This design comes from an exercise in tuning for small area and a short achievable clock period on the open sky130 flow, not from production work.
Only simulation tests tie the RTL to the original design; equivalence was not proved.
Power is estimated from default activity; no workload was simulated.

===== design/flow/constraint.sdc =====
create_clock -name core_clock -period 7.0 [get_ports {clk_i}]
set_input_delay 1.4000 -clock core_clock [delete_from_list [all_inputs] [get_ports {clk_i}]]
set_output_delay 1.4000 -clock core_clock [all_outputs]
set_load 0.01 [all_outputs]

===== design/flow/design.v =====
package bps_pkg;
  localparam int RankBits    = 15;
  localparam int StepBits    = 17;
  localparam int BlockBits   = 16;
  localparam int LogBits     = 4;
  localparam int CfgIdxBits  = 1;
  localparam int CfgDataBits = 16;
endpackage
module bps_mod_a (
  input  logic [16:0] s,
  output logic [3:0]  u15,
  output logic [6:0]  t63,
  output logic [6:0]  z13,
  output logic [5:0]  z11
);
  logic [3:0] x1, y1, x2, y2, x3, y3, m1, m2, m3;
  logic [4:0] t15;
  logic [5:0] x6, y6, m6;
  logic [7:0] y13;
  logic [6:0] y11;
  always_comb begin
    x1 = s[3:0] ^ s[7:4] ^ s[11:8];
    m1 = (s[3:0] & s[7:4]) | (s[3:0] & s[11:8]) | (s[7:4] & s[11:8]);
    y1 = {m1[2:0], m1[3]};
    x2 = x1 ^ y1 ^ s[15:12];
    m2 = (x1 & y1) | (x1 & s[15:12]) | (y1 & s[15:12]);
    y2 = {m2[2:0], m2[3]};
    x3 = x2 ^ y2 ^ {3'b0, s[16]};
    m3 = (x2 & y2) | (x2 & {3'b0, s[16]}) | (y2 & {3'b0, s[16]});
    y3 = {m3[2:0], m3[3]};
    t15 = {1'b0, x3} + {1'b0, y3};
    u15 = t15[3:0] + {3'b0, t15[4]};
    x6 = s[5:0] ^ s[11:6] ^ {1'b0, s[16:12]};
    m6 = (s[5:0] & s[11:6]) | (s[5:0] & {1'b0, s[16:12]}) | (s[11:6] & {1'b0, s[16:12]});
    y6 = {m6[4:0], m6[5]};
    t63 = {1'b0, x6} + {1'b0, y6};
    y13 = {2'b0, s[5:0]} + {3'b0, s[16:12]} + {2'b0, ~s[11:6]};
    z13 = {1'b0, y13[5:0]} + {5'b0, ~y13[7:6]} + 7'd12;
    y11 = {2'b0, s[4:0]} + {2'b0, s[14:10]} + {2'b0, ~s[9:5]} + {5'b0, ~s[16:15]};
    z11 = {1'b0, y11[4:0]} + {4'b0, ~y11[6:5]} + 6'd7;
  end
endmodule
module bps_mod_b (
  input  logic [2:0] s_lo,
  input  logic [3:0] l,
  input  logic [3:0] u15,
  input  logic [6:0] t63,
  input  logic [6:0] z13,
  input  logic [5:0] z11,
  output logic [3:0] si
);
  logic [3:0] r15, r13, r11, r9;
  logic [2:0] r7, r5, a7, b7;
  logic [1:0] r3;
  logic [5:0] c13;
  logic [4:0] c11, d9;
  logic [3:0] e7;
  always_comb begin
    r15 = (u15 == 4'd15) ? 4'd0 : u15;
    case (r15)
      4'd0, 4'd3, 4'd6, 4'd9, 4'd12:   r3 = 2'd0;
      4'd1, 4'd4, 4'd7, 4'd10, 4'd13:  r3 = 2'd1;
      default:                         r3 = 2'd2;
    endcase
    case (r15)
      4'd0, 4'd5, 4'd10:  r5 = 3'd0;
      4'd1, 4'd6, 4'd11:  r5 = 3'd1;
      4'd2, 4'd7, 4'd12:  r5 = 3'd2;
      4'd3, 4'd8, 4'd13:  r5 = 3'd3;
      default:            r5 = 3'd4;
    endcase
    e7 = {1'b0, t63[2:0]} + {1'b0, t63[5:3]} + {3'b0, t63[6]};
    a7 = e7[2:0] + {2'b0, e7[3]};
    r7 = (a7 == 3'd7) ? 3'd0 : a7;
    d9 = {2'b0, t63[2:0]} + {4'b0, t63[6]} - {2'b0, t63[5:3]};
    r9 = d9[4] ? d9[3:0] + 4'd9 : ((d9[3:0] == 4'd9) ? 4'd0 : d9[3:0]);
    c13 = (z13 >= 7'd52) ? 6'(z13 - 7'd52) : z13[5:0];
    c13 = (c13 >= 6'd26) ? 6'(c13 - 6'd26) : c13;
    r13 = (c13 >= 6'd13) ? 4'(c13 - 6'd13) : c13[3:0];
    c11 = (z11 >= 6'd22) ? 5'(z11 - 6'd22) : z11[4:0];
    r11 = (c11 >= 5'd11) ? 4'(c11 - 5'd11) : c11[3:0];
    case (l)
      4'd2:    si = {3'b0, s_lo[0]};
      4'd3:    si = {2'b0, r3};
      4'd4:    si = {2'b0, s_lo[1:0]};
      4'd5:    si = {1'b0, r5};
      4'd6:    si = {2'b0, r3} + ((r3[0] ^ s_lo[0]) ? 4'd3 : 4'd0);
      4'd7:    si = {1'b0, r7};
      4'd8:    si = {1'b0, s_lo};
      4'd9:    si = r9;
      4'd10:   si = {1'b0, r5} + ((r5[0] ^ s_lo[0]) ? 4'd5 : 4'd0);
      4'd11:   si = r11;
      4'd12:   si = {2'b0, r3} + 4'd3 * {2'b0, 2'(2'd3 * (s_lo[1:0] - r3))};
      4'd13:   si = r13;
      4'd14:   si = {1'b0, r7} + ((r7[0] ^ s_lo[0]) ? 4'd7 : 4'd0);
      4'd15:   si = r15;
      default: si = 4'd0;
    endcase
  end
endmodule
module binomial_pipeline_schedule (
  input  logic                              clk_i,
  input  logic                              rst_ni,
  input  logic                              start_i,
  output logic                              busy_o,
  input  logic                              req_type_i,
  input  logic [bps_pkg::RankBits-1:0]      rank_i,
  input  logic [bps_pkg::StepBits-1:0]      step_i,
  input  logic                              cfg_we_i,
  input  logic [bps_pkg::CfgIdxBits-1:0]    cfg_idx_i,
  input  logic [bps_pkg::CfgDataBits-1:0]   cfg_wdata_i,
  output logic                              valid_o,
  output logic                              transfer_valid_o,
  output logic [bps_pkg::RankBits-1:0]      peer_rank_o,
  output logic [bps_pkg::BlockBits-1:0]     block_index_o,
  output logic [bps_pkg::StepBits-1:0]      forged_index_o
);
  assign busy_o = 1'b0;
  logic [3:0]  l_q;
  logic [15:0] b_q;
  always_ff @(posedge clk_i or negedge rst_ni) begin
    if (!rst_ni) begin
      l_q <= 4'd1;
      b_q <= 16'd1;
    end else if (cfg_we_i) begin
      if (cfg_idx_i == 1'b0) begin
        l_q <= (cfg_wdata_i[3:0] == 4'd0) ? 4'd1 : cfg_wdata_i[3:0];
      end else begin
        b_q <= cfg_wdata_i;
      end
    end
  end
  logic        zb;
  logic [15:0] last;
  assign zb   = (b_q == 16'd0);
  assign last = zb ? 16'd0 : b_q - 16'd1;
  logic v1_q, v2_q, v3_q, v4_q, v5_q;
  always_ff @(posedge clk_i or negedge rst_ni) begin
    if (!rst_ni) begin
      v1_q    <= 1'b0;
      v2_q    <= 1'b0;
      v3_q    <= 1'b0;
      v4_q    <= 1'b0;
      v5_q    <= 1'b0;
      valid_o <= 1'b0;
    end else begin
      v1_q    <= start_i;
      v2_q    <= v1_q;
      v3_q    <= v2_q;
      v4_q    <= v3_q;
      v5_q    <= v4_q;
      valid_o <= v5_q;
    end
  end
  logic        req1_q, req2_q, req3_q;
  logic [14:0] rank1_q, rank2_q, rank3_q;
  logic [16:0] s1_q, s2_q, s3_q, s4_q;
  logic [3:0]  u15_d, u15_q;
  logic [6:0]  t63_d, t63_q, z13_d, z13_q;
  logic [5:0]  z11_d, z11_q;
  logic [3:0]  si3_d, si3_q, si4_q;
  bps_mod_a u_mod_a (
    .s   (s1_q),
    .u15 (u15_d),
    .t63 (t63_d),
    .z13 (z13_d),
    .z11 (z11_d)
  );
  bps_mod_b u_mod_b (
    .s_lo (s2_q[2:0]),
    .l    (l_q),
    .u15  (u15_q),
    .t63  (t63_q),
    .z13  (z13_q),
    .z11  (z11_q),
    .si   (si3_d)
  );
  always_ff @(posedge clk_i) begin
    req1_q  <= req_type_i;
    rank1_q <= rank_i;
    s1_q    <= step_i;
    req2_q  <= req1_q;
    rank2_q <= rank1_q;
    s2_q    <= s1_q;
    u15_q   <= u15_d;
    t63_q   <= t63_d;
    z13_q   <= z13_d;
    z11_q   <= z11_d;
    req3_q  <= req2_q;
    rank3_q <= rank2_q;
    s3_q    <= s2_q;
    si3_q   <= si3_d;
  end
  logic [14:0] onehot, above, below, other;
  logic        rot0, any_a, any_b;
  logic [3:0]  pa, pb;
  always_comb begin
    onehot = 15'd1 << si3_q;
    above  = '0;
    below  = '0;
    for (int j = 0; j < 15; j++) begin
      above[j] = rank3_q[j] && (4'(j) > si3_q);
      below[j] = rank3_q[j] && (4'(j) < si3_q);
    end
    other = rank3_q ^ onehot;
    rot0  = rank3_q[si3_q] ^ !req3_q;
    any_a = |above;
    any_b = |below;
    pa = 4'd0;
    for (int j = 14; j >= 0; j--) if (above[j]) pa = 4'(j);
    pb = 4'd0;
    for (int j = 14; j >= 0; j--) if (below[j]) pb = 4'(j);
  end
  logic        rot04_q, any_a4_q, any_b4_q;
  logic [3:0]  pa4_q, pb4_q;
  logic [14:0] peer4_q;
  always_ff @(posedge clk_i) begin
    rot04_q  <= rot0;
    any_a4_q <= any_a;
    any_b4_q <= any_b;
    pa4_q    <= pa;
    pb4_q    <= pb;
    peer4_q  <= other;
    si4_q    <= si3_q;
    s4_q     <= s3_q;
  end
  logic [4:0]  x, m, wrapx;
  logic [3:0]  idx, idxp, first, gc;
  logic        recv_nz, kill;
  logic [17:0] g, sl;
  always_comb begin
    x       = any_b4_q ? {1'b0, pb4_q} : {1'b0, si4_q};
    wrapx   = x + {1'b0, l_q};
    m       = (any_a4_q && ({1'b0, pa4_q} < wrapx)) ? {1'b0, pa4_q} : wrapx;
    idx     = 4'(m - {1'b0, si4_q});
    idxp    = rot04_q ? idx : 4'd0;
    first   = any_b4_q ? pb4_q : (rot04_q ? si4_q : pa4_q);
    recv_nz = rot04_q || any_a4_q || any_b4_q;
    g       = {2'b0, b_q} + {14'b0, l_q} + {1'b1, ~s4_q} + {17'b0, zb};
    kill    = g[17] || (g[16:1] == '0 && (!g[0] || zb));
    gc      = (g[16:4] != '0) ? 4'd15 : g[3:0];
    sl      = {1'b0, s4_q} - {14'b0, l_q};
  end
  logic        pre5_q;
  logic [14:0] peer5_q;
  logic [3:0]  idxp5_q, gc5_q, first5_q;
  logic [17:0] sl5_q;
  always_ff @(posedge clk_i) begin
    pre5_q   <= recv_nz && !kill;
    peer5_q  <= peer4_q;
    idxp5_q  <= idxp;
    gc5_q    <= gc;
    first5_q <= first;
    sl5_q    <= sl;
  end
  logic [17:0] f, fd;
  logic [4:0]  d;
  logic        ok, clamp, eq;
  logic [15:0] blk, forged;
  always_comb begin
    f      = sl5_q + {14'b0, idxp5_q};
    d      = {1'b0, first5_q} - {1'b0, idxp5_q};
    fd     = {{13{d[4]}}, d};
    ok     = pre5_q && !f[17];
    clamp  = idxp5_q > gc5_q;
    eq     = (sl5_q == fd);
    blk    = clamp ? last : f[15:0];
    forged = (clamp && !eq) ? last : f[15:0];
  end
  always_ff @(posedge clk_i) begin
    transfer_valid_o <= ok;
    peer_rank_o      <= ok ? peer5_q : '0;
    block_index_o    <= ok ? blk : '0;
    forged_index_o   <= {1'b0, ok ? forged : 16'd0};
  end
endmodule

===== design/flow/config.mk =====
export PLATFORM = sky130hd
export DESIGN_NAME = binomial_pipeline_schedule
export DESIGN_NICKNAME = binomial_pipeline_schedule
export VERILOG_FILES = /design/flow/design.v
export SDC_FILE = /design/flow/constraint.sdc
export NUM_CORES = 4
export LEC_CHECK = 0
export ABC_AREA = 1
export CAP_MARGIN = 20
export CORE_MARGIN = 2
export CORE_UTILIZATION = 40
export SLEW_MARGIN = 20

===== design/flow/flow/run.sh =====
#!/bin/bash
# The standard ORFS layout, with Yosys's adder-cell mapping turned off so that ABC maps the
# arithmetic together with the rest of the logic. Registers and everything else as in
# standard.sh; each tool's output lands in orfs/logs, make's own output in make_finish.log.
set -euo pipefail
cd "$(dirname "$0")/.."
bash standard.sh ADDER_MAP_FILE= finish > make_finish.log 2>&1

===== design/flow/standard.sh =====
#!/bin/bash
# synth_recipe.tcl (not shown) runs the flow's synth.tcl, then flattens the netlist and writes it again
# the make line also repeats each setting of config.mk as NAME=value (left out here)
make -C /OpenROAD-flow-scripts/flow DESIGN_CONFIG=/design/flow/config.mk WORK_HOME=/design/flow/orfs CLKGATE_MAP_FILE= SYNTH_SCRIPT=/design/flow/synth_recipe.tcl "${@:-finish}"

==> results by group, run 1 <==
Yosys
  – #FFs+latches synth: 294
  – Yosys cell types: 63
  – Synth Flop Type: dfxtp_1
  – Ys Warns: 3
  – Avg Cell Area, Syn: 6.84 um2
  – Seq/Total Area, Yosys: 41.3%
  – Largest cells by area after synthesis: dfxtp_1 (37%), nand2_1 (17%), inv_1 (7.7%)
  – Synthesized instance count: 2129
  – EDFF count, synth: 0
  – Synth async-reset ratio: 8.84%
  – Synth top area share: 36.8%
  – Synth Cell Area: 14600 um2
  – Cell accounting for the most synthesized area: dfxtp_1

Clock tree
  – Hold_buf cts: 0
  – Setup bufs post-CTS: 0
  – Clk sinks: 294
  – Clk buf depth: 3
  – PostCTS Resize Cnt: 0
  – H-tree Lvls: 2
  – Clk latency of the worst-skew pair: 0.53 ns
  – Root Buffer Master: clkbuf_16
  – TritonCTS clock tree: built
  – Number of buffers created by CTS: 35
  – Clock Pin Slew Worst Setup and Hold Paths: 0.07 ns

Drt
  – Met2 wire len: 15100 um
  – DRC viols: 0
  – WL met3: 1570 um
  – Met1 WL: 16700 um
  – Remaining antenna violation count: 0
  – First-pass DRT Iterations: 5
  – Wire per inst: 12.6 um
  – DRT iter0 DRCs: 634
  – Highest routed layer: met4
  – Vias per cell: 4.68
  – Vias: 12790
  – Post-Route WL: 34300 um

Worst hold path
  – Min-delay worst type: flop to flop
  – Hold endpoint: s4_q[2]$_DFF_P_
  – Hold Startpoint: s3_q[2]$_DFF_P_
  – WHS Path Cells: 0

Floorplan
  – Num rows: 69
  – Ports: 105
  – Die Span X: 195 um
  – Die ar.: 38000 um2
  – Core area: 35700 um2
  – Initial Util: 40.8%
  – Die span in y: 195 um

Worst setup path
  – Setup CP Type: flop to flop
  – Setup crit start kind: flop
  – FF-to-FF path depth: 18
  – RR Endpoint: gc5_q[2]$_SDFF_PP1_
  – Crit. End Element: flop
  – R2R setup slack: 4.20 ns
  – WP data required: 7.41 ns
  – WP data arrival: 3.21 ns
  – Worst R2R Start: l_q[0]$_DFFE_PN1P_
  – Crit-path max FO: 10

STA
  – Setup Skew: 0.0155 ns
  – Top achievable clock speed: 0.357 GHz
  – RSZ-0062 raised after global routing: no
  – Measured slew at the worst slew-check pin: 1.05 ns
  – Slew headroom: 30.0%
  – Count of pins over their slew limit: 0
  – Final hold vios: 0
  – Final setup vio count: 0
  – Post-layout min period: 2.80 ns
  – Setup TNS: 0 ns
  – Crit share post-route: 40.0%

Pwr
  – Power Internal: 3.98 mW
  – Sequential Power Share: 34.1%
  – Combinational power share: 37.0%
  – Total chip power: 6.39 mW
  – NetSw: 2.41 mW
  – Power per standard cell area: 371 nW/um2
  – Leak: 8.75 nW
  – Clock Power Share: 28.9%
  – Switching portion of total power: 37.7%
  – Worst VDD drop: 180 uV

Global routing
  – Initial antenna violation count: 0
  – First-pass GRT wire length: 57100 um
  – Grt total ovfl: 0
  – Number of global-route vias before repair: 11815
  – All-Layer GR Usage: 18.4%
  – Largest net degree at the start of global routing: 48

Layout
  – Register area: 6020 um2
  – Layout Utilization: 48.2%
  – Area occupied by multi-input gates: 7190 um2
  – # fillers: 3585
  – Diodes inserted: 0
  – Layout cells sized above 1: 7.89%
  – P&R area growth vs syn: 18.3%
  – NumNets Final: 2300

Flow run
  – Max-Cap Viols: 0

Placement
  – Gp weighted congestion: 0.940
  – Number of port buffers: 102
  – Dpl hpwl: 27500 um

Status
  – Status: no timing/DRC/antenna violations
[logic make-up after synthesis]
logic type	after synthesis	share of synthesized area, %
AND/OR/NAND/NOR	1152	33.8
other	1	0.0257
multiplexers	1	0.0773
flip-flops	294	41.3
buffers and inverters	347	9.42
XOR/XNOR	87	5.39
AO/OA/AOI/OAI	247	9.94
[placed cells by master, fill, tap and decap left out, types with 5 or more instances in the layout]
master / count
nand2_1: 643
inv_1: 297
dfxtp_1: 268
nor2_1: 242
nand3_1: 136
clkdlybuf4s50_1: 102
a21oi_1: 83
o21ai_0: 76
xor2_1: 65
clkbuf_16: 38
nand4_1: 27
inv_2: 24
dfrtp_1: 24
nand2_2: 23
xnor2_1: 19
nor3_1: 15
nor2_2: 13
a21oi_2: 12
nand3b_1: 11
or2_2: 11
o21ai_1: 11
nand3_2: 9
a21boi_0: 9
a31oi_1: 8
clkinv_4: 6
o21bai_1: 5
nor2_4: 5
o22ai_1: 5
clkinv_2: 5
[stage by stage]
stage               hold slack (ns)  worst slack (ns)  area [um2]  std cells
floorplan                     0.310              4.70       14600       2130
global placement              0.311              4.01       16000       2669
detailed placement            0.312              3.98       16000       2669
CTS                           0.319              3.96       17200       2730
global route                  0.325              3.91       17200       2731
finish                        0.314              4.20       17200       2731
[routing by layer]
| layer | vias to the layer above | global-route usage, % |
|---|---|---|
| met3 | 60 | 2.79 |
| li1 | 6887 | - |
| met2 | 264 | 30.1 |
| met5 | - | 0 |
| met1 | 5579 | 24.4 |
| met4 | 0 | 7.01 |
[state kept, by name (all words and copies together), names as in the netlist, 16 cells and up]
name            flops
sl5_q              18
s1_q               17
s2_q               17
s3_q               17
s4_q               17
b_q                16
block_index_o      16
forged_index_o     16
[critical path, cell delays in order (launching register included)]
cell,delay (ns)
dfstp_2,0.64
inv_2,0.10
nand2_1,0.08
nand2_1,0.07
xnor2_1,0.35
nor2_2,0.12
nand3_2,0.12
nand2_2,0.10
nand2_1,0.09
nand2_1,0.10
nand2_1,0.11
nand2_1,0.05
nand2_1,0.05
nand2_1,0.06
nor2_1,0.10
nand2_1,0.05
nor2_1,0.15
and3_2,0.26
nand2_1,0.07
[cell usage after synthesis (all sizes together), types with 4 or more instances]
library cell  instances
nand3               145
nand2               667
a211oi                4
o21a                  4
xnor2                19
buf                  15
xor2                 68
a31oi                 8
or2                  16
a21boi               14
nor3                 18
dfxtp               268
inv                 321
a21o                  4
dfrtp                24
nand4                28
nand3b               13
clkbuf               10
a21oi                95
o21bai                6
o22ai                 5
o21ai                91
nor2                260
[worst max-delay path by stage]
stage                                startpoint                           end  slack (ns)  depth (start not counted)
final                        l_q[0]$_DFFE_PN1P_           gc5_q[2]$_SDFF_PP1_        4.20                         18
after global routing           s1_q[11]$_DFF_P_              z11_q[4]$_DFF_P_        3.91                         19
after CTS                 idxp5_q[0]$_SDFF_PN0_  forged_index_o[0]$_SDFF_PN0_        3.96                         14
after detailed placement           cfg_idx_i[0]            b_q[9]$_DFFE_PN0P_        3.98                          4
after global placement                 cfg_we_i           b_q[15]$_DFFE_PN0P_        4.01                          4
after floorplan              l_q[0]$_DFFE_PN1P_           gc5_q[2]$_SDFF_PP1_        4.70                         19
[area by class of cell]
type	count	share of cell area, %
clock buffer	42	5.72
clock inverter	19	1.22
inverter	322	7.01
multi-input combinational	1489	41.7
sequential	294	34.9
tap	461	3.35
timing repair buffer	104	6.08
[power by group through the flow]
stage	clock network, mW	logic (mW)	registers [mW]
after floorplan	0	1.81	2.16
after global placement	0	2.32	2.21
after detailed placement	0	2.36	2.22
after CTS	1.91	2.37	2.18
after global routing	1.98	2.73	2.22
final	1.84	2.37	2.18
==> run 2, diff against run 1 <==
==> design/flow/flow/run.sh (replaced) <==
#!/bin/bash
# The standard ORFS layout with two changes: Yosys's adder-cell mapping is off, so that ABC
# maps the arithmetic together with the rest of the logic, and the port buffers are
# buf_2 cells. Registers and everything else as in standard.sh; each tool's output lands
# in orfs/logs, make's own output in make_finish.log.
set -euo pipefail
cd "$(dirname "$0")/.."
bash standard.sh ADDER_MAP_FILE= "BUFFER_PORTS_ARGS=-buffer_cell sky130_fd_sc_hd__buf_2" finish > make_finish.log 2>&1
==> run 2 against run 1 <==
Design area down 3.0%. Wire length is 0.50% higher. Clock skew fell by 0.0015 ns. Largest cell class unchanged.
==> results by group, run 2 <==
Placement
  – Gp weighted congestion: 0.932
  – Area after DPL: 15500 um2
  – Dpl hpwl: 27300 um
  – Number of port buffers: 102
  – Placed cells: 2668

Layout
  – # fillers: 3646
  – Max FFs per register: 18
  – Non-filler instance count after layout: 2731
  – P&R area growth vs syn: 14.8%
  – Layout cells sized above 1: 12.2%
  – Commonest cells after routing, fill and taps aside: nand2_1 (643), inv_1 (297), dfxtp_1 (268)
  – Post-route cell area: 16700 um2
  – Diodes inserted: 0
  – Biggest register: sl5_q
  – NumNets Final: 2298
  – Most common cell after layout, fill and taps aside: nand2_1

Floorplan
  – Num rows: 69
  – Core area: 35700 um2
  – Die ar.: 38000 um2
  – Die Span X: 195 um
  – Die span in y: 195 um
  – Ports: 105
  – Initial Util: 40.8%

Yosys
  – #FFs+latches synth: 294
  – Synth Flop Type: dfxtp_1
  – Seq/Total Area, Yosys: 41.3%
  – Post-synth top cells: nand2_1 (643), inv_1 (297), dfxtp_1 (268)
  – Synth top area share: 36.8%
  – Yosys cell types: 63
  – Cell accounting for the most synthesized area: dfxtp_1
  – Avg Cell Area, Syn: 6.84 um2
  – Ys Warns: 3
  – Synth async-reset ratio: 8.84%
  – Synth Cell Area: 14600 um2
  – Largest cells by area after synthesis: dfxtp_1 (37%), nand2_1 (17%), inv_1 (7.7%)
  – Synthesized instance count: 2129
  – EDFF count, synth: 0
  – Most numerous cell in the Yosys netlist: nand2_1

STA
  – RSZ-0062 raised after global routing: no
  – Crit share post-route: 40.4%
  – Post-layout min period: 2.83 ns
  – Setup TNS: 0 ns
  – Setup Skew: 0.0140 ns
  – Measured slew at the worst slew-check pin: 1.07 ns
  – Slew headroom: 28.2%
  – Top achievable clock speed: 0.353 GHz
  – Final hold vios: 0
  – Count of pins over their slew limit: 0
  – Final setup vio count: 0

Global routing
  – First-pass GRT wire length: 56800 um
  – Number of global-route vias before repair: 11859
  – Initial antenna violation count: 0
  – All-Layer GR Usage: 18.2%
  – Grt total ovfl: 0
  – Largest net degree at the start of global routing: 48

Clock tree
  – Number of buffers created by CTS: 34
  – Clk latency of the worst-skew pair: 0.55 ns
  – PostCTS Resize Cnt: 0
  – TritonCTS clock tree: built
  – Clock Pin Slew Worst Setup and Hold Paths: 0.06 ns
  – Setup bufs post-CTS: 0
  – Clk buf depth: 3
  – Clk sinks: 294
  – Hold_buf cts: 0
  – H-tree Lvls: 2
  – Root Buffer Master: clkbuf_16

Drt
  – Remaining antenna violation count: 0
  – Vias per cell: 4.72
  – First-pass DRT Iterations: 5
  – Post-Route WL: 34500 um
  – DRT iter0 DRCs: 719
  – Vias: 12896
  – Wire per inst: 12.6 um
  – DRC viols: 0

Pwr
  – Worst VDD drop: 201 uV
  – Leak: 8.81 nW
  – Power per standard cell area: 380 nW/um2

Worst setup path
  – WP data arrival: 3.26 ns
  – Slowest cell on crit path: dfstp_2
  – Slowest stage delay, CP: 0.65 ns
  – Setup crit start kind: flop
  – Crit-path max FO: 10
  – WP buf/inv: 1
  – Setup CP Type: flop to flop
  – WP data required: 7.43 ns
  – Largest delay contributor family on the critical path: simple AND/OR/NAND/NOR gates
  – CP dominant cell by count: nand2_1
  – Worst Setup SP: l_q[0]$_DFFE_PN1P_
  – Cell Chain, Critical Path: inv_2, nand2_1, nand2_1, xnor2_1, nor2_2, nand3_2, nand2_2, nand2_1, nand2_1, nand2_1, nand2_1, nand2_1, nand2_1, nor2_1, nand2_1, nor2_1, and3_2, nand2_1
  – Crit. End Element: flop
  – Worst R2R Start: l_q[0]$_DFFE_PN1P_

Worst hold path
  – Hold Startpoint: s3_q[0]$_DFF_P_
  – Min-delay worst type: flop to flop

Status
  – Status: no timing/DRC/antenna violations

Flow run
  – Max-Cap Viols: 0
==> run 2: cell counts after synthesis <==
No cell type changed its count.
==> run 2: path summary, 6_finish.rpt <==
kind,endpoint,depth (start not counted),slack [ns]
max in group asynchronous,l_q[1]$_DFFE_PN0P_,1,5.71
min in group asynchronous,b_q[12]$_DFFE_PN0P_,1,0.87
max,gc5_q[2]$_SDFF_PP1_,18,4.17
min,s4_q[0]$_DFF_P_,0,0.32
max reg2reg,gc5_q[2]$_SDFF_PP1_,18,4.17
min reg2reg,s4_q[0]$_DFF_P_,0,0.32
==> run 2: report_power, final <==
group | switching [mW] | internal, mW
Sequential | 0.212 | 1.97
Clock | 0.741 | 1.13
Combinational | 1.49 | 0.812
Total | 2.44 | 3.91
==> run 2: kinds of logic after synthesis <==
| group | after synthesis | synth area share (%) |
|---|---|---|
| XOR/XNOR | 87 | 5.39 |
| AND/OR/NAND/NOR | 1152 | 33.8 |
| multiplexers | 1 | 0.0773 |
| other | 1 | 0.0257 |
| AO/OA/AOI/OAI | 247 | 9.94 |
| buffers and inverters | 347 | 9.42 |
| flip-flops | 294 | 41.3 |
==> run 2: final cells by class <==
type,instances,area [um2],share of cell area (%)
multi-input cells,1489,7190,43.0
flip-flops and latches,294,6020,36.0
inverters,322,1210,7.23
clock buffers,46,957,5.72
well taps,461,577,3.45
repair buffers,103,531,3.17
clock inverters,16,245,1.47
==> run 2: worst register-to-register path, cell delays in order, from the launching register on <==
cell and delay [ns]:
dfstp_2 0.65, inv_2 0.11, nand2_1 0.08, nand2_1 0.07, xnor2_1 0.35, nor2_2 0.12
nand3_2 0.12, nand2_2 0.10, nand2_1 0.09, nand2_1 0.10, nand2_1 0.11, nand2_1 0.05
nand2_1 0.05, nand2_1 0.06, nor2_1 0.09, nand2_1 0.06, nor2_1 0.20, and3_2 0.27
nand2_1 0.06
==> run 2: per-stage QoR <==
stage | worst slack (ns) | hold WS (ns) | total power, mW | util [%]
2_1_floorplan | 4.70 | 0.310 | 3.97 | -
3_3_place_gp | 4.05 | 0.310 | 4.45 | 43.4
3_5_place_dp | 3.98 | 0.312 | 4.50 | 43.4
4_1_cts | 3.97 | 0.318 | 6.41 | 46.7
5_1_grt | 3.90 | 0.323 | 6.87 | 46.8
6_report | 4.17 | 0.316 | 6.36 | 46.8
==> run 2: metal layers <==
metal / vias to the layer above / wire [um] / global-route usage (%) / part of all wire (%)
met5: - / 0 / 0 / 0
met4: 0 / 948 / 6.59 / 2.8
met3: 69 / 1590 / 2.88 / 4.6
met2: 267 / 15300 / 29.9 / 44
met1: 5678 / 16600 / 24.2 / 48
li1: 6882 / - / - / -
==> run 3, diff against run 2 <==
--- a/design/flow/design.v
+++ b/design/flow/design.v
@@ -13,3 +13,3 @@
   output logic [6:0]  z13,
-  output logic [5:0]  z11
+  output logic [6:0]  y11
 );
@@ -19,3 +19,2 @@
   logic [7:0] y13;
-  logic [6:0] y11;
   always_comb begin
@@ -39,3 +38,2 @@
     y11 = {2'b0, s[4:0]} + {2'b0, s[14:10]} + {2'b0, ~s[9:5]} + {5'b0, ~s[16:15]};
-    z11 = {1'b0, y11[4:0]} + {4'b0, ~y11[6:5]} + 6'd7;
   end
@@ -48,3 +46,3 @@
   input  logic [6:0] z13,
-  input  logic [5:0] z11,
+  input  logic [6:0] y11,
   output logic [3:0] si
@@ -56,2 +54,3 @@
   logic [4:0] c11, d9;
+  logic [5:0] z11;
   logic [3:0] e7;
@@ -76,2 +75,3 @@
     r9 = d9[4] ? d9[3:0] + 4'd9 : ((d9[3:0] == 4'd9) ? 4'd0 : d9[3:0]);
+    z11 = {1'b0, y11[4:0]} + {4'b0, ~y11[6:5]} + 6'd7;
     c13 = (z13 >= 7'd52) ? 6'(z13 - 7'd52) : z13[5:0];
@@ -118,18 +118,22 @@
   assign busy_o = 1'b0;
+  logic [3:0]  lx_q;
+  logic [15:0] bx_q;
+  always_ff @(posedge clk_i or negedge rst_ni) begin
+    if (!rst_ni) begin
+      lx_q <= 4'd0;
+      bx_q <= 16'd0;
+    end else if (cfg_we_i) begin
+      if (cfg_idx_i == 1'b0) begin
+        lx_q <= (cfg_wdata_i[3:0] == 4'd0) ? 4'd0 : cfg_wdata_i[3:0] ^ 4'd1;
+      end else begin
+        bx_q <= cfg_wdata_i ^ 16'd1;
+      end
+    end
+  end
   logic [3:0]  l_q;
   logic [15:0] b_q;
-  always_ff @(posedge clk_i or negedge rst_ni) begin
-    if (!rst_ni) begin
-      l_q <= 4'd1;
-      b_q <= 16'd1;
-    end else if (cfg_we_i) begin
-      if (cfg_idx_i == 1'b0) begin
-        l_q <= (cfg_wdata_i[3:0] == 4'd0) ? 4'd1 : cfg_wdata_i[3:0];
-      end else begin
-        b_q <= cfg_wdata_i;
-      end
-    end
-  end
   logic        zb;
   logic [15:0] last;
+  assign l_q  = lx_q ^ 4'd1;
+  assign b_q  = bx_q ^ 16'd1;
   assign zb   = (b_q == 16'd0);
@@ -159,3 +163,3 @@
   logic [6:0]  t63_d, t63_q, z13_d, z13_q;
-  logic [5:0]  z11_d, z11_q;
+  logic [6:0]  y11_d, y11_q;
   logic [3:0]  si3_d, si3_q, si4_q;
@@ -166,3 +170,3 @@
     .z13 (z13_d),
-    .z11 (z11_d)
+    .y11 (y11_d)
   );
@@ -174,3 +178,3 @@
     .z13  (z13_q),
-    .z11  (z11_q),
+    .y11  (y11_q),
     .si   (si3_d)
@@ -187,3 +191,3 @@
     z13_q   <= z13_d;
-    z11_q   <= z11_d;
+    y11_q   <= y11_d;
     req3_q  <= req2_q;
==> run 3 against run 2 <==
Clock power shrank 5%. Die area shrank 1.3%. First-iteration DRC count shrank 0.97%. Register-to-register slack gained 0.10 ns. Highest routed layer unchanged. Clock-buffer cell count shrank 1. Sequential share of layout area grew 0.67 points. Wire length shrank 3.8%. Sequential cell count grew 1. Design area shrank 1.5%. Combinational power grew 8%.
==> results by group, run 3 <==
Pwr
  – Sequential Power Share: 34.0%
  – Clock Power Share: 27.5%
  – Worst VDD drop: 210 uV
  – NetSw: 2.52 mW
  – Switching portion of total power: 39.1%
  – Total chip power: 6.43 mW
  – Combinational power share: 38.5%
  – Leak: 8.52 nW
  – Power Internal: 3.92 mW
  – Power per standard cell area: 391 nW/um2

Floorplan
  – Die span in y: 194 um
  – Core area: 35500 um2
  – Die Span X: 194 um
  – Ports: 105
  – Initial Util: 40.5%
  – Num rows: 69
  – Die ar.: 37500 um2

Layout
  – P&R area growth vs syn: 14.6%
  – NumNets Final: 2238
  – Biggest register: sl5_q
  – Layout cells sized above 1: 11.6%
  – Commonest cells after routing, fill and taps aside: nand2_1 (617), inv_1 (273), dfxtp_1 (269)
  – Max FFs per register: 18
  – Most common cell after layout, fill and taps aside: nand2_1
  – Diodes inserted: 0
  – Post-route cell area: 16500 um2

Worst setup path
  – WP data arrival: 3.13 ns
  – Crit-path max FO: 10
  – Setup crit start kind: flop
  – WP data required: 7.40 ns
  – Setup CP Type: flop to flop
  – Crit. End Element: flop

Yosys
  – Largest cells by area after synthesis: dfxtp_1 (37%), nand2_1 (16%), inv_1 (7.1%)
  – Synth async-reset ratio: 8.81%
  – Most numerous cell in the Yosys netlist: nand2_1
  – Avg Cell Area, Syn: 6.95 um2
  – #FFs+latches synth: 295
  – Synth Flop Type: dfxtp_1
  – EDFF count, synth: 0
  – Seq/Total Area, Yosys: 42.0%
  – Synth Cell Area: 14400 um2
  – Yosys cell types: 61
  – Cell accounting for the most synthesized area: dfxtp_1
  – Synthesized instance count: 2069
  – Ys Warns: 3
  – Synth top area share: 37.5%
  – Post-synth top cells: nand2_1 (617), inv_1 (273), dfxtp_1 (269)

Clock tree
  – Setup bufs post-CTS: 0
  – TritonCTS clock tree: built
  – Clock Pin Slew Worst Setup and Hold Paths: 0.06 ns
  – Clk latency of the worst-skew pair: 0.54 ns
  – Root Buffer Master: clkbuf_16
  – PostCTS Resize Cnt: 0
  – Number of buffers created by CTS: 34
  – Clk sinks: 295
  – Hold_buf cts: 0
  – H-tree Lvls: 2
  – Clk buf depth: 3

Worst hold path
  – Min-delay worst type: flop to flop

Placement
  – Area after DPL: 15300 um2
  – Dpl hpwl: 26400 um
  – Gp weighted congestion: 0.920
  – Number of port buffers: 102
  – Worst slack, placed: 4.27 ns

STA
  – Slew headroom: 29.5%
  – Post-layout min period: 2.73 ns
  – Measured slew at the worst slew-check pin: 1.05 ns
  – Setup Skew: 0.0247 ns
  – Setup TNS: 0 ns
  – Hold WS: 0.306 ns
  – Final setup vio count: 0
  – Setup ws final: 4.27 ns
  – Top achievable clock speed: 0.366 GHz
  – RSZ-0062 raised after global routing: no
  – Crit share post-route: 39.0%
  – Final hold vios: 0
  – Count of pins over their slew limit: 0

Global routing
  – Initial antenna violation count: 0
  – Grt total ovfl: 0
  – Number of global-route vias before repair: 11535
  – All-Layer GR Usage: 17.7%
  – First-pass GRT wire length: 55200 um
  – Largest net degree at the start of global routing: 45

Status
  – Status: no timing/DRC/antenna violations

Drt
  – First-pass DRT Iterations: 5
  – Vias per cell: 4.70
  – Vias: 12546
  – Post-Route WL: 33100 um
  – DRC viols: 0
  – Wire per inst: 12.4 um
  – Remaining antenna violation count: 0
  – DRT iter0 DRCs: 712

Flow run
  – Max-Cap Viols: 0
-- run 3: layout make-up --
cell class	count	area (um2)
Multi-Input combinational cell	1454	7080
Clock buffer	45	996
Timing Repair Buffer	103	518
Tap cell	461	577
Inverter	296	1110
Sequential cell	295	6040
Clock inverter	15	148
Fill cell	3592	19000
-- run 3: kinds of logic (layout without fill, tap and decap cells) --
family          count (synthesis)  after routing  share of synthesized area [%]
fa+ha+maj                       2              2                          0.148
simple gates                 1110           1110                           33.1
buf+inv                       321            459                           8.78
xor+xnor                      104            104                           6.49
compound gates                236            236                           9.47
flops                         295            295                           42.0
other cells                     1              2                         0.0261
-- run 3: layer usage --
metal / vias to the layer above / track usage, % / routed length (um)
li1: 6705 / - / -
met1: 5528 / 24.0 / 16000
met2: 266 / 28.1 / 14400
met3: 47 / 4.03 / 1890
met4: 0 / 5.37 / 777
met5: - / 0 / 0
-- run 3: path summary, 6_finish.rpt --
check | startpoint | to | slack (ns) | cells past startpoint
max | lx_q[0]$_DFFE_PN0P_ | pre5_q$_DFF_P_ | 4.27 | 17
min | rank2_q[8]$_DFF_P_ | rank3_q[8]$_DFF_P_ | 0.31 | 0
max reg2reg | lx_q[0]$_DFFE_PN0P_ | pre5_q$_DFF_P_ | 4.27 | 17
min reg2reg | rank2_q[8]$_DFF_P_ | rank3_q[8]$_DFF_P_ | 0.31 | 0
max in group asynchronous | rst_ni | bx_q[4]$_DFFE_PN0P_ | 5.72 | 1
min in group asynchronous | rst_ni | lx_q[2]$_DFFE_PN0P_ | 0.88 | 1
-- run 3: critical path, cell delays in order (launching register included) --
cell and delay (ns):
dfrtp_1 0.56, inv_2 0.14, nand2_1 0.10, a21boi_0 0.28, or2_1 0.26, nand3_2 0.15, nand2_4 0.11, nand2_2 0.05
nand2_2 0.09, nand2_2 0.06, nand2_2 0.09, nand3_1 0.11, nand2_1 0.09, nand2_1 0.07, nand2_1 0.06, nand2_1 0.06
nor2_2 0.21, a21oi_1 0.11
-- run 3: power groups by stage --
| stage | clock network (mW) | registers (mW) | logic [mW] |
|---|---|---|---|
| global route | 1.90 | 2.23 | 2.87 |
| CTS | 1.82 | 2.19 | 2.48 |
| finish | 1.77 | 2.19 | 2.48 |
| floorplan | 0 | 2.17 | 1.98 |
| global placement | 0 | 2.22 | 2.41 |
| detailed placement | 0 | 2.22 | 2.47 |
-- run 3: per-stage QoR --
step | util (%) | cells
floorplan | - | 2070
global placement | 43.2 | 2609
detailed placement | 43.2 | 2609
CTS | 46.4 | 2669
global route | 46.4 | 2669
finish | 46.4 | 2669
==> run 4, diff against run 3 <==
--- a/design/flow/config.mk
+++ b/design/flow/config.mk
@@ -11,2 +11,3 @@
 export CORE_UTILIZATION = 40
+export SETUP_SLACK_MARGIN = 4.3
 export SLEW_MARGIN = 20
==> run 4 against run 3 <==
Critical path depth up 2. Combinational power up 3%. Still clean. Area after synthesis unchanged. Setup slack better by 0.20 ns. Synthesized cell count unchanged. Final cell count up 0.52%. Design area up 1.5%.
==> results by group, run 4 <==
Status
  – Status: no timing/DRC/antenna violations

Yosys
  – Cell accounting for the most synthesized area: dfxtp_1
  – #FFs+latches synth: 295
  – Seq/Total Area, Yosys: 42.0%
  – Largest cells by area after synthesis: dfxtp_1 (37%), nand2_1 (16%), inv_1 (7.1%)
  – Most numerous cell in the Yosys netlist: nand2_1
  – Yosys cell types: 61
  – Synth Flop Type: dfxtp_1
  – Synthesized instance count: 2069
  – EDFF count, synth: 0
  – Synth Cell Area: 14400 um2
  – Synth async-reset ratio: 8.81%
  – Avg Cell Area, Syn: 6.95 um2
  – Synth top area share: 37.5%
  – Post-synth top cells: nand2_1 (617), inv_1 (273), dfxtp_1 (269)
  – Ys Warns: 3

Pwr
  – Leak: 8.59 nW
  – Worst VDD drop: 211 uV
  – Total chip power: 6.52 mW
  – Power per standard cell area: 390 nW/um2
  – Clock Power Share: 27.1%
  – Combinational power share: 39.3%
  – NetSw: 2.56 mW
  – Switching portion of total power: 39.3%
  – Sequential Power Share: 33.6%
  – Power Internal: 3.96 mW

STA
  – Crit share post-route: 36.1%
  – Setup TNS: 0 ns
  – Final hold vios: 0
  – Measured slew at the worst slew-check pin: 1.05 ns
  – Slew headroom: 29.9%
  – Final setup vio count: 0
  – Post-layout min period: 2.53 ns
  – Count of pins over their slew limit: 0
  – Setup Skew: 0.0238 ns
  – Top achievable clock speed: 0.395 GHz
  – RSZ-0062 raised after global routing: yes

Worst hold path
  – Min-delay worst type: flop to flop

Clock tree
  – Clock Pin Slew Worst Setup and Hold Paths: 0.06 ns
  – Clk buf depth: 3
  – Root Buffer Master: clkbuf_16
  – H-tree Lvls: 2
  – TritonCTS clock tree: built
  – Clk latency of the worst-skew pair: 0.53 ns
  – Clk sinks: 295
  – Number of buffers created by CTS: 34

Worst setup path
  – WP data arrival: 2.94 ns
  – WP buf/inv: 2
  – R2R setup slack: 4.47 ns
  – Slowest stage delay, CP: 0.42 ns
  – WP data required: 7.41 ns
  – Crit. End Element: flop
  – Setup crit start kind: flop
  – Largest delay contributor family on the critical path: simple AND/OR/NAND/NOR gates
  – Slowest cell on crit path: dfrtp_1
  – Cell Chain, Critical Path: inv_2, nand2_2, nor2_4, nand2_4, nor2_8, nand2_4, nor2_4, nand3_4, nand2_4, nand3_1, nand2_2, buf_4, nand2_1, nand2_1, nand3_1, nor2_1, nand3_2, nor2_4, nand3b_1
  – Setup CP Type: flop to flop
  – Crit-path max FO: 7

Layout
  – Register area: 6060 um2
  – Area occupied by multi-input gates: 7180 um2
  – NumNets Final: 2252
  – Diodes inserted: 0
  – Commonest cells after routing, fill and taps aside: nand2_1 (612), inv_1 (267), dfxtp_1 (258)
  – # fillers: 3577
  – Max FFs per register: 18
  – Post-route cell area: 16700 um2
  – Layout cells sized above 1: 13.9%
  – Non-filler instance count after layout: 2683
  – P&R area growth vs syn: 16.3%
  – Most common cell after layout, fill and taps aside: nand2_1
  – Biggest register: sl5_q

Drt
  – Vias: 12610
  – First-pass DRT Iterations: 5
  – Post-Route WL: 33400 um
  – DRC viols: 0
  – Vias per cell: 4.70
  – Remaining antenna violation count: 0
  – Wire per inst: 12.5 um
  – DRT iter0 DRCs: 686

Placement
  – Number of port buffers: 102
  – Placed cells: 2609
  – Gp weighted congestion: 0.920
  – Dpl hpwl: 26400 um
  – Area after DPL: 15300 um2

Floorplan
  – Num rows: 69
  – Initial Util: 40.5%
  – Core area: 35500 um2
  – Ports: 105
  – Die span in y: 194 um
  – Die ar.: 37500 um2
  – Die Span X: 194 um

Global routing
  – All-Layer GR Usage: 17.7%
  – Largest net degree at the start of global routing: 45
  – Initial antenna violation count: 0
  – Grt total ovfl: 0
  – Number of global-route vias before repair: 11535
  – First-pass GRT wire length: 55200 um

Flow run
  – Max-Cap Viols: 0
run 4: cell counts after synthesis:
Identical to the previous run, type by type.
run 4: logic make-up after synthesis:
group                    count (synthesis)  share of synthesized area, %
AND/OR/NAND/NOR                       1110                          33.1
buffers and inverters                  321                          8.78
flip-flops                             295                          42.0
AO/OA/AOI/OAI                          236                          9.47
XOR/XNOR                               104                          6.49
adder cells (fa/ha/maj)                  2                         0.148
other                                    1                        0.0261
run 4: worst paths after layout:
path	start	end	cells past startpoint
max in group asynchronous	rst_ni	bx_q[13]$_DFFE_PN0P_	1
max reg2reg	bx_q[1]$_DFFE_PN0P_	gc5_q[2]$_SDFF_PP1_	19
min in group asynchronous	rst_ni	lx_q[2]$_DFFE_PN0P_	1
min	rank2_q[8]$_DFF_P_	rank3_q[8]$_DFF_P_	0
max	bx_q[1]$_DFFE_PN0P_	gc5_q[2]$_SDFF_PP1_	19
min reg2reg	rank2_q[8]$_DFF_P_	rank3_q[8]$_DFF_P_	0
run 4: area by class of cell:
type	instances	share of cell area (%)
clock inverters	15	0.883
repair buffers	117	3.80
flip-flops and latches	295	36.2
clock buffers	45	5.96
inverters	296	6.70
multi-input cells	1454	43.0
well taps	461	3.45
run 4: through the flow:
stage | utilization, % | hold slack, ns | worst slack [ns]
2_1_floorplan | - | 0.310 | 4.83
3_3_place_gp | 43.2 | 0.310 | 4.36
3_5_place_dp | 43.2 | 0.312 | 4.27
4_1_cts | 46.4 | 0.315 | 4.34
5_1_grt | 47.1 | 0.323 | 4.25
6_report | 47.1 | 0.306 | 4.47
run 4: worst register-to-register path, cell delays in order, from the launching register on:
cell and delay [ns]:
dfrtp_1 0.42, inv_2 0.09, nand2_2 0.08, nor2_4 0.13, nand2_4 0.09, nor2_8 0.13
nand2_4 0.11, nor2_4 0.13, nand3_4 0.11, nand2_4 0.09, nand3_1 0.11, nand2_2 0.13
buf_4 0.12, nand2_1 0.04, nand2_1 0.05, nand3_1 0.11, nor2_1 0.14, nand3_2 0.10
nor2_4 0.16, nand3b_1 0.08
run 4: metal layers:
layer | vias to the layer above | share of wire, % | GRT usage [%] | wire [um]
met2 | 259 | 44 | 28.1 | 14600
li1 | 6735 | - | - | -
met4 | 0 | 2.4 | 5.37 | 791
met3 | 51 | 5.6 | 4.03 | 1880
met1 | 5565 | 48 | 24.0 | 16200
met5 | - | 0 | 0 | 0
run 4: power groups by stage:
stage               clock, mW  sequential, mW  combinational (mW)
CTS                      1.82            2.19                2.48
finish                   1.77            2.19                2.56
global route             1.90            2.23                2.95
detailed placement          0            2.22                2.47
floorplan                   0            2.17                1.98
global placement            0            2.22                2.41
run 4: timing repair:
item,CTS,global route
gates cloned,0,0
pin swaps,0,12
buffers inserted,0,14
hold buffers,0,0
resized for setup,1,50
setup endpoints to repair,5,66
==> run 5, diff against run 4 <==
--- a/design/flow/config.mk
+++ b/design/flow/config.mk
@@ -11,3 +11,3 @@
 export CORE_UTILIZATION = 40
-export SETUP_SLACK_MARGIN = 4.3
+export SETUP_SLACK_MARGIN = 4.5
 export SLEW_MARGIN = 20
==> run 5 against run 4 <==
Still clean on timing, DRC and antenna. Critical path type unchanged. Fmax grew 3.4%. Sequential power is essentially flat. Sequential share of layout area shrank 1.1 points. Highest routed layer unchanged. Setup slack gained 0.083 ns. Via count grew 2.1%.
==> results by group, run 5 <==
Status
  – Status: no timing/DRC/antenna violations

Worst setup path
  – Cell Chain, Critical Path: inv_2, nor2_2, inv_1, nand2_1, or2_4, nand2_2, buf_4, nor2_2, inv_1, nor3_2, nand3b_1, nand2_1, nand2_1, nand2_1, nand2_1, nand2_1, nand2_2, nor2_4, nand3b_1
  – Slowest cell on crit path: dfrtp_1
  – Worst R2R Start: bx_q[6]$_DFFE_PN0P_
  – WP data required: 7.41 ns
  – WP buf/inv: 4
  – R2R setup slack: 4.55 ns
  – RR Endpoint: gc5_q[2]$_SDFF_PP1_
  – FF-to-FF path depth: 19
  – Setup crit start kind: flop
  – Largest delay contributor family on the critical path: simple AND/OR/NAND/NOR gates
  – Crit-path max FO: 5
  – Crit. End Element: flop
  – CP dominant cell by count: nand2_1
  – WP data arrival: 2.86 ns
  – Slowest stage delay, CP: 0.40 ns
  – Setup CP Type: flop to flop

Yosys
  – Compound-Gate Fraction of Synth Area: 9.47%
  – Synth Flop Type: dfxtp_1
  – Synth async-reset ratio: 8.81%
  – Largest family of logic cells by synthesized area: simple AND/OR/NAND/NOR gates
  – Cell accounting for the most synthesized area: dfxtp_1
  – #FFs+latches synth: 295
  – Mux cell area share after synthesis: 0%
  – Synthesized instance count: 2069
  – Post-synth top cells: nand2_1 (617), inv_1 (273), dfxtp_1 (269)
  – Yosys cell types: 61
  – Post-Synth Adder-Cell Area: 0.148%
  – Ys Warns: 3
  – Seq/Total Area, Yosys: 42.0%
  – Synth Cell Area: 14400 um2
  – Avg Cell Area, Syn: 6.95 um2
  – Post-synthesis simple-gate area fraction: 33.1%
  – Synth top area share: 37.5%
  – Synth Area in XOR/XNOR: 6.49%
  – EDFF count, synth: 0
  – Most numerous cell in the Yosys netlist: nand2_1
  – Largest cells by area after synthesis: dfxtp_1 (37%), nand2_1 (16%), inv_1 (7.1%)

Drt
  – Wire per inst: 12.6 um
  – Post-Route WL: 34200 um
  – Remaining antenna violation count: 0
  – Vias per cell: 4.74
  – Vias: 12877
  – DRC viols: 0
  – DRT iter0 DRCs: 671
  – First-pass DRT Iterations: 7

Floorplan
  – Die span in y: 194 um
  – Die ar.: 37500 um2
  – Ports: 105
  – Num rows: 69
  – Initial Util: 40.5%
  – Die Span X: 194 um
  – Core area: 35500 um2

Placement
  – Dpl hpwl: 26400 um
  – Area after DPL: 15300 um2
  – Gp weighted congestion: 0.920
  – Worst slack, placed: 4.27 ns
  – Number of port buffers: 102

Layout
  – P&R area growth vs syn: 20.8%
  – Biggest register: sl5_q
  – Layout cells sized above 1: 19.0%
  – Post-route cell area: 17400 um2
  – Register area: 6100 um2
  – # fillers: 3511
  – Most common cell after layout, fill and taps aside: nand2_1
  – NumNets Final: 2284
  – Diodes inserted: 0
  – Max FFs per register: 18
  – Commonest cells after routing, fill and taps aside: nand2_1 (588), inv_1 (260), dfxtp_1 (247)
  – Area occupied by multi-input gates: 7540 um2

Global routing
  – Grt total ovfl: 0
  – Number of global-route vias before repair: 11561
  – Largest net degree at the start of global routing: 45
  – First-pass GRT wire length: 55200 um
  – All-Layer GR Usage: 17.7%
  – Initial antenna violation count: 0

Clock tree
  – Clock Pin Slew Worst Setup and Hold Paths: 0.06 ns
  – TritonCTS clock tree: built
  – Clk latency of the worst-skew pair: 0.54 ns
  – Hold_buf cts: 0
  – Clk buf depth: 3
  – Clk sinks: 295
  – Number of buffers created by CTS: 34
  – H-tree Lvls: 2
  – Root Buffer Master: clkbuf_16

Pwr
  – Leak: 8.79 nW
  – Worst VDD drop: 212 uV
  – Power per standard cell area: 384 nW/um2
  – Total chip power: 6.67 mW

STA
  – Setup TNS: 0 ns
  – Post-layout min period: 2.45 ns
  – Final hold vios: 0
  – Setup Skew: 0.0250 ns
  – RSZ-0062 raised after global routing: yes
  – Count of pins over their slew limit: 0
  – Setup ws final: 4.55 ns
  – Crit share post-route: 35.0%
  – Hold WS: 0.306 ns
  – Final setup vio count: 0
  – Slew headroom: 29.8%
  – Top achievable clock speed: 0.409 GHz
  – Measured slew at the worst slew-check pin: 1.05 ns

Flow run
  – Max-Cap Viols: 0

Worst hold path
  – Hold endpoint: rank3_q[8]$_DFF_P_
  – Hold Startpoint: rank2_q[8]$_DFF_P_
  – WHS Path Cells: 0
  – Min-delay worst type: flop to flop
==> run 5: final cells by class <==
| type | instances | area share [%] |
|---|---|---|
| flip-flops and latches | 295 | 35.1 |
| clock buffers | 45 | 5.73 |
| well taps | 461 | 3.32 |
| multi-input cells | 1454 | 43.4 |
| clock inverters | 15 | 0.850 |
| repair buffers | 149 | 5.04 |
| inverters | 296 | 6.48 |
==> run 5: stage by stage <==
step / std cells / utilization (%)
after CTS: 2671 / 46.6
after detailed placement: 2609 / 43.2
after floorplan: 2070 / -
final: 2715 / 48.9
after global placement: 2609 / 43.2
after global routing: 2715 / 48.9
==> run 5: logic make-up (layout without fill, tap and decap cells) <==
family / after synthesis / count (layout)
AOI/OAI and AO/OA: 236 / 236
xor gates and xnor gates: 104 / 104
adders and majority gates: 2 / 2
buffers and inverters: 321 / 505
DFF: 295 / 295
other: 1 / 2
and+or+nand+nor: 1110 / 1110
==> run 5: worst register-to-register path, delay by kind of cell (launching register included) <==
family                 cells  cell delay (ns)
buffers and inverters      4             0.39
flip-flops                 1             0.40
AND/OR/NAND/NOR           15             1.52
==> run 5: worst max-delay path by stage <==
| stage | from | end | slack (ns) | cells after the start |
|---|---|---|---|---|
| detailed placement | lx_q[0]$_DFFE_PN0P_ | pre5_q$_DFF_P_ | 4.27 | 17 |
| floorplan | lx_q[0]$_DFFE_PN0P_ | gc5_q[0]$_SDFF_PP1_ | 4.83 | 14 |
| finish | bx_q[6]$_DFFE_PN0P_ | gc5_q[2]$_SDFF_PP1_ | 4.55 | 19 |
| global route | bx_q[6]$_DFFE_PN0P_ | gc5_q[3]$_SDFF_PP1_ | 4.39 | 19 |
| global placement | lx_q[0]$_DFFE_PN0P_ | gc5_q[3]$_SDFF_PP1_ | 4.36 | 17 |
| CTS | lx_q[3]$_DFFE_PN0P_ | gc5_q[3]$_SDFF_PP1_ | 4.50 | 17 |
==> run 5: what timing repair did <==
item                                    CTS  global route
buffers inserted                          2            44
pin swaps                                 3            39
resized for setup                        20           156
endpoints found under the setup margin   58            73
==> run 5: power breakdown <==
| group | leakage [nW] | internal, mW | switching (mW) | total [mW] |
|---|---|---|---|---|
| combinational | 5.68 | 0.975 | 1.73 | 2.70 |
| clock | 0.563 | 1.08 | 0.688 | 1.77 |
| sequential | 2.55 | 1.97 | 0.221 | 2.20 |
==> run 5: metal layers <==
| metal | share of wire [%] | GRT usage, % |
|---|---|---|
| met1 | 48 | 24.0 |
| met5 | 0 | 0 |
| met4 | 2.4 | 5.54 |
| met3 | 4.9 | 4.03 |
| met2 | 44 | 28.1 |
==> run 6, diff against run 5 <==
--- a/design/flow/config.mk
+++ b/design/flow/config.mk
@@ -11,3 +11,3 @@
 export CORE_UTILIZATION = 40
-export SETUP_SLACK_MARGIN = 4.5
+export SETUP_SLACK_MARGIN = 4.4
 export SLEW_MARGIN = 20
==> run 6 against run 5 <==
Still clean on timing, DRC and antenna. Sequential cell count stayed put. Setup slack lost 0.098 ns. Register-to-register slack got worse by 0.098 ns. Clock-buffer cell count unchanged. Via count fell by 1.1%. Global-route usage about the same. Clock power about the same. Fmax shrank 3.8%. Critical path type unchanged. Critical endpoint unchanged.
==> results by group, run 6 <==
Status
  – Status: no timing/DRC/antenna violations

Worst hold path
  – WHS Path Cells: 0
  – Min-delay worst type: flop to flop

STA
  – Slew headroom: 29.7%
  – Setup TNS: 0 ns
  – Hold WS: 0.305 ns
  – RSZ-0062 raised after global routing: yes
  – Top achievable clock speed: 0.393 GHz
  – Crit share post-route: 36.3%
  – Post-layout min period: 2.54 ns
  – Final hold vios: 0
  – Setup Skew: 0.0256 ns
  – Count of pins over their slew limit: 0
  – Measured slew at the worst slew-check pin: 1.05 ns
  – Final setup vio count: 0

Yosys
  – Synth top area share: 37.5%
  – Synthesized instance count: 2069
  – Yosys cell types: 61
  – Synth async-reset ratio: 8.81%
  – Avg Cell Area, Syn: 6.95 um2
  – Synth Cell Area: 14400 um2
  – Post-synth top cells: nand2_1 (617), inv_1 (273), dfxtp_1 (269)
  – Largest cells by area after synthesis: dfxtp_1 (37%), nand2_1 (16%), inv_1 (7.1%)
  – Cell accounting for the most synthesized area: dfxtp_1
  – EDFF count, synth: 0
  – Most numerous cell in the Yosys netlist: nand2_1
  – Seq/Total Area, Yosys: 42.0%
  – Ys Warns: 3
  – #FFs+latches synth: 295
  – Synth Flop Type: dfxtp_1

Layout
  – Layout cells sized above 1: 16.1%
  – Most common cell after layout, fill and taps aside: nand2_1
  – Max FFs per register: 18
  – Commonest cells after routing, fill and taps aside: nand2_1 (607), inv_1 (265), dfxtp_1 (249)
  – Layout Utilization: 47.9%
  – NumNets Final: 2267
  – P&R area growth vs syn: 18.2%
  – Biggest register: sl5_q
  – Post-route cell area: 17000 um2
  – Diodes inserted: 0

Worst setup path
  – WP data arrival: 2.95 ns
  – Worst Setup SP: bx_q[11]$_DFFE_PN0P_
  – FF-to-FF path depth: 14
  – Setup crit end: gc5_q[2]$_SDFF_PP1_
  – RR Endpoint: gc5_q[2]$_SDFF_PP1_
  – Slowest cell on crit path: nor4_1
  – Largest delay contributor family on the critical path: simple AND/OR/NAND/NOR gates
  – CP Depth: 14
  – Setup CP Type: flop to flop
  – Cell Chain, Critical Path: inv_2, nor2_1, nor2_1, inv_1, nand2_1, nand2_1, nor4_1, a21oi_1, nand2_1, nand2_1, nand2_1, nand2_2, nor2_4, nand3b_1
  – Slowest stage delay, CP: 0.56 ns
  – R2R setup slack: 4.46 ns
  – WP data required: 7.41 ns
  – Worst R2R Start: bx_q[11]$_DFFE_PN0P_
  – Crit. End Element: flop
  – Setup crit start kind: flop
  – Crit-path max FO: 5
  – WP buf/inv: 2
  – CP dominant cell by count: nand2_1

Floorplan
  – Core area: 35500 um2
  – Initial Util: 40.5%
  – Die span in y: 194 um
  – Die ar.: 37500 um2
  – Num rows: 69
  – Ports: 105
  – Die Span X: 194 um

Placement
  – Dpl hpwl: 26400 um
  – Gp weighted congestion: 0.920
  – Number of port buffers: 102
  – Area after DPL: 15300 um2

Global routing
  – All-Layer GR Usage: 17.7%
  – Initial antenna violation count: 0
  – Grt total ovfl: 0
  – Number of global-route vias before repair: 11542
  – First-pass GRT wire length: 55200 um
  – Largest net degree at the start of global routing: 45

Drt
  – Remaining antenna violation count: 0
  – First-pass DRT Iterations: 8
  – Wire per inst: 12.5 um
  – DRC viols: 0
  – DRT iter0 DRCs: 700
  – Vias per cell: 4.72
  – Vias: 12741
  – Post-Route WL: 33800 um

Clock tree
  – H-tree Lvls: 2
  – Number of buffers created by CTS: 34
  – Clk buf depth: 3
  – Clk sinks: 295
  – Hold_buf cts: 0
  – TritonCTS clock tree: built
  – Clock Pin Slew Worst Setup and Hold Paths: 0.06 ns
  – Root Buffer Master: clkbuf_16
  – Clk latency of the worst-skew pair: 0.54 ns

Flow run
  – Max-Cap Viols: 0

Pwr
  – Worst VDD drop: 213 uV
  – Leak: 8.66 nW
  – Power per standard cell area: 387 nW/um2
-- run 6: cell counts after synthesis --
No cell type changed its count.
-- run 6: metrics by stage --
stage	setup slack (ns)	std cells	power (mW)
CTS	4.41	2670	6.49
global placement	4.36	2609	4.62
detailed placement	4.27	2609	4.69
global route	4.33	2698	7.13
finish	4.46	2698	6.58
floorplan	4.83	2070	4.15
-- run 6: final cells by class --
cell class / count / area, um2
Clock buffer: 45 / 996
Clock inverter: 15 / 148
Fill cell: 3554 / 18500
Inverter: 296 / 1120
Multi-Input combinational cell: 1454 / 7320
Sequential cell: 295 / 6070
Tap cell: 461 / 577
Timing Repair Buffer: 132 / 748
-- run 6: per-layer routing --
metal	GRT usage (%)	wire length, um	vias up
met4	5.57	839	0
met5	0	0	-
met1	24.0	16300	5674
met2	28.0	14800	259
li1	-	-	6754
met3	4.03	1760	54
-- run 6: logic make-up after synthesis --
logic type,share of synthesized area (%)
AO/OA/AOI/OAI,9.47
XOR/XNOR,6.49
adder cells (fa/ha/maj),0.148
buffers and inverters,8.78
flip-flops,42.0
other,0.0261
AND/OR/NAND/NOR,33.1
-- run 6: worst min path at each step --
stage | startpoint | to | slack [ns]
6_report | rank2_q[8]$_DFF_P_ | rank3_q[8]$_DFF_P_ | 0.30
5_1_grt | rank2_q[8]$_DFF_P_ | rank3_q[8]$_DFF_P_ | 0.32
4_1_cts | rank2_q[8]$_DFF_P_ | rank3_q[8]$_DFF_P_ | 0.31
3_5_place_dp | peer4_q[13]$_DFF_P_ | peer5_q[13]$_DFF_P_ | 0.31
3_3_place_gp | s3_q[1]$_DFF_P_ | s4_q[1]$_DFF_P_ | 0.31
2_1_floorplan | peer4_q[0]$_DFF_P_ | peer5_q[0]$_DFF_P_ | 0.31
-- run 6: power by group --
| part | internal [mW] | switching, mW | total [mW] | leakage, nW |
|---|---|---|---|---|
| logic | 0.933 | 1.68 | 2.62 | 5.54 |
| clock network | 1.08 | 0.687 | 1.77 | 0.563 |
| registers | 1.97 | 0.219 | 2.19 | 2.55 |
| total | 3.99 | 2.59 | 6.58 | 8.66 |
-- run 6: worst register-to-register path, cell delays in order (launching register included) --
cell	delay [ns]
dfrtp_1	0.46
inv_2	0.14
nor2_1	0.08
nor2_1	0.15
inv_1	0.07
nand2_1	0.05
nand2_1	0.14
nor4_1	0.56
a21oi_1	0.18
nand2_1	0.09
nand2_1	0.07
nand2_1	0.08
nand2_2	0.07
nor2_4	0.20
nand3b_1	0.10
-- run 6: timing repair --
item,4_1_cts,5_1_grt
pin swaps,1,23
resized for setup,3,100
endpoints found under the setup margin,5,70
setup buffers,1,28
==> run 7, diff against run 6 <==
--- a/design/flow/config.mk
+++ b/design/flow/config.mk
@@ -11,2 +11,3 @@
 export CORE_UTILIZATION = 40
+export CTS_BUF_LIST = sky130_fd_sc_hd__clkbuf_4 sky130_fd_sc_hd__clkbuf_8
 export SETUP_SLACK_MARGIN = 4.4
==> run 7 against run 6 <==
Global-route usage grew 0.065 points. Combinational power is essentially flat. Wire length grew 0.36%. Critical path type unchanged. Still clean on timing, DRC and antenna. Clock skew grew 0.0074 ns. Sequential power is essentially flat. Worst hold slack gained 0.011 ns. Largest power group unchanged. Core utilization shrank 0.35 points. Power shrank 2.0%. Final cell count grew 0.85%. Sequential share of layout area grew 0.24 points.
==> results by group, run 7 <==
Clock tree
  – Hold_buf cts: 0
  – TritonCTS clock tree: built
  – H-tree Lvls: 2
  – Root Buffer Master: clkbuf_8
  – Clk buf depth: 3
  – Clock Pin Slew Worst Setup and Hold Paths: 0.07 ns
  – Number of buffers created by CTS: 49

Yosys
  – Post-Synth Adder-Cell Area: 0.148%
  – #FFs+latches synth: 295
  – Synthesized instance count: 2069
  – Synth Flop Type: dfxtp_1
  – Synth async-reset ratio: 8.81%
  – Compound-Gate Fraction of Synth Area: 9.47%
  – Synth top area share: 37.5%
  – Cell accounting for the most synthesized area: dfxtp_1
  – Synth Area in XOR/XNOR: 6.49%
  – Ys Warns: 3
  – Seq/Total Area, Yosys: 42.0%
  – Most numerous cell in the Yosys netlist: nand2_1
  – Avg Cell Area, Syn: 6.95 um2

Global routing
  – Number of global-route vias before repair: 11717
  – First-pass GRT wire length: 55400 um
  – Largest net degree at the start of global routing: 45
  – Initial antenna violation count: 0

Layout
  – Most common cell after layout, fill and taps aside: nand2_1
  – Max FFs per register: 18
  – Layout cells sized above 1: 16.8%
  – # fillers: 3569
  – NumNets Final: 2277
  – P&R area growth vs syn: 17.3%
  – Commonest cells after routing, fill and taps aside: nand2_1 (607), inv_1 (269), dfxtp_1 (250)
  – Biggest register: sl5_q
  – Post-route cell area: 16900 um2

Worst setup path
  – Worst Setup SP: bx_q[11]$_DFFE_PN0P_
  – Crit. End Element: flop
  – R2R setup slack: 4.41 ns
  – FF-to-FF path depth: 14
  – Setup crit end: gc5_q[3]$_SDFF_PP1_
  – Setup crit start kind: flop
  – RR Endpoint: gc5_q[3]$_SDFF_PP1_
  – Crit-path max FO: 5
  – WP data arrival: 3.08 ns
  – WP data required: 7.49 ns
  – Worst R2R Start: bx_q[11]$_DFFE_PN0P_

Drt
  – Remaining antenna violation count: 0
  – Post-Route WL: 33900 um
  – DRT iter0 DRCs: 682
  – Vias per cell: 4.72
  – DRC viols: 0
  – Wire per inst: 12.5 um
  – First-pass DRT Iterations: 5

Status
  – Status: no timing/DRC/antenna violations

Worst hold path
  – Min-delay worst type: flop to flop

STA
  – Setup ws final: 4.41 ns
  – Final setup vio count: 0
  – Slew headroom: 30.7%
  – RSZ-0062 raised after global routing: yes
  – Post-layout min period: 2.59 ns
  – Final hold vios: 0
  – Count of pins over their slew limit: 0
  – Setup Skew: 0.0330 ns
  – Top achievable clock speed: 0.386 GHz
  – Measured slew at the worst slew-check pin: 1.04 ns

Placement
  – Gp weighted congestion: 0.920
  – Dpl hpwl: 26400 um
  – Number of port buffers: 102

Floorplan
  – Num rows: 69
  – Core area: 35500 um2
  – Initial Util: 40.5%

Pwr
  – Power per standard cell area: 382 nW/um2
  – Worst VDD drop: 163 uV
==> run 7: what timing repair did <==
action                     CTS  global route
cloned                       0             0
pin swaps                    1            19
setup buffers                1            23
setup endpoints to repair    5            70
gates resized for setup      4            86
==> run 7: layout make-up <==
| class | instances | area (um2) | area share, % |
|---|---|---|---|
| clock buffers | 63 | 823 | 4.88 |
| flip-flops and latches | 295 | 6070 | 36.0 |
| clock inverters | 25 | 263 | 1.56 |
| multi-input cells | 1454 | 7290 | 43.3 |
| repair buffers | 127 | 711 | 4.21 |
| well taps | 461 | 577 | 3.42 |
| inverters | 296 | 1120 | 6.66 |
==> run 7: critical path, stage by stage, from the launching register on <==
cell     delay (ns)
dfrtp_2        0.45
inv_1          0.18
nor2_1         0.09
nor2_1         0.15
inv_1          0.07
nand2_1        0.05
nand2_1        0.14
nor4_1         0.53
a21oi_1        0.19
nand2_1        0.09
nand2_1        0.07
nand2_1        0.07
nand2_2        0.07
nor2_4         0.19
nand3_1        0.10
==> run 7: cells by family (layout without fill, tap and decap cells) <==
kind of cell | Yosys count | in the layout
buffers and inverters | 321 | 511
other | 1 | 2
AOI/OAI and AO/OA | 236 | 236
adders and majority gates | 2 | 2
DFF | 295 | 295
and+or+nand+nor | 1110 | 1110
xor gates and xnor gates | 104 | 104
==> run 7: through the flow <==
step | instances | hold slack [ns] | power, mW | utilization (%)
after floorplan | 2070 | 0.310 | 4.15 | -
after global placement | 2609 | 0.310 | 4.62 | 43.2
after detailed placement | 2609 | 0.312 | 4.69 | 43.2
after CTS | 2698 | 0.317 | 6.37 | 46.3
after global routing | 2721 | 0.318 | 7.01 | 47.5
final | 2721 | 0.316 | 6.44 | 47.5
==> run 7: where the power goes <==
part | switching (mW) | internal, mW
sequential | 0.217 | 1.97
clock | 0.714 | 0.935
combinational | 1.68 | 0.925
total | 2.61 | 3.83
==> run 7: worst min path at each step <==
stage / slack (ns) / from / end / cells past startpoint
6_report: 0.32 / s3_q[7]$_DFF_P_ / s4_q[7]$_DFF_P_ / 0
5_1_grt: 0.32 / rank1_q[4]$_DFF_P_ / rank2_q[4]$_DFF_P_ / 0
4_1_cts: 0.32 / s3_q[10]$_DFF_P_ / s4_q[10]$_DFF_P_ / 0
3_5_place_dp: 0.31 / peer4_q[13]$_DFF_P_ / peer5_q[13]$_DFF_P_ / 0
3_3_place_gp: 0.31 / s3_q[1]$_DFF_P_ / s4_q[1]$_DFF_P_ / 0
2_1_floorplan: 0.31 / peer4_q[0]$_DFF_P_ / peer5_q[0]$_DFF_P_ / 0
==> run 7: per-layer routing <==
layer	share of wire, %	vias to the layer above	GRT usage (%)	wire length [um]
met3	5.5	51	3.45	1860
met4	2.3	0	6.50	787
met5	0	-	0	0
li1	-	6792	-	-
met1	48	5724	24.0	16200
met2	44	283	28.3	15000

[what the ideal ports hide]
No port has a modelled driver above. Below, the same layouts with a new extraction and two added sets of constraints. Step 1 assumes that a clkbuf_16 drives the clock port and a buf_2 every other input. Step 2 also shifts input and output timing later by t, the mid clock arrival at the registers, as if the neighbouring blocks saw the same clock. Three values: no drivers, after step 1, after step 2; two values: the first two.
run | t, ns | setup slack, ns
run 1 | 0.570 | 4.197 / 4.158 / 3.947
run 2 | 0.589 | 4.170 / 4.170 / 4.170
run 3 | 0.572 | 4.271 / 4.271 / 4.271
run 4 | 0.572 | 4.470 / 4.470 / 4.361
run 5 | 0.574 | 4.553 / 4.528 / 4.360
run 6 | 0.574 | 4.456 / 4.456 / 4.352
run 7 | 0.666 | 4.408 / 4.408 / 4.355
After both steps setup and hold are still met in every run listed.
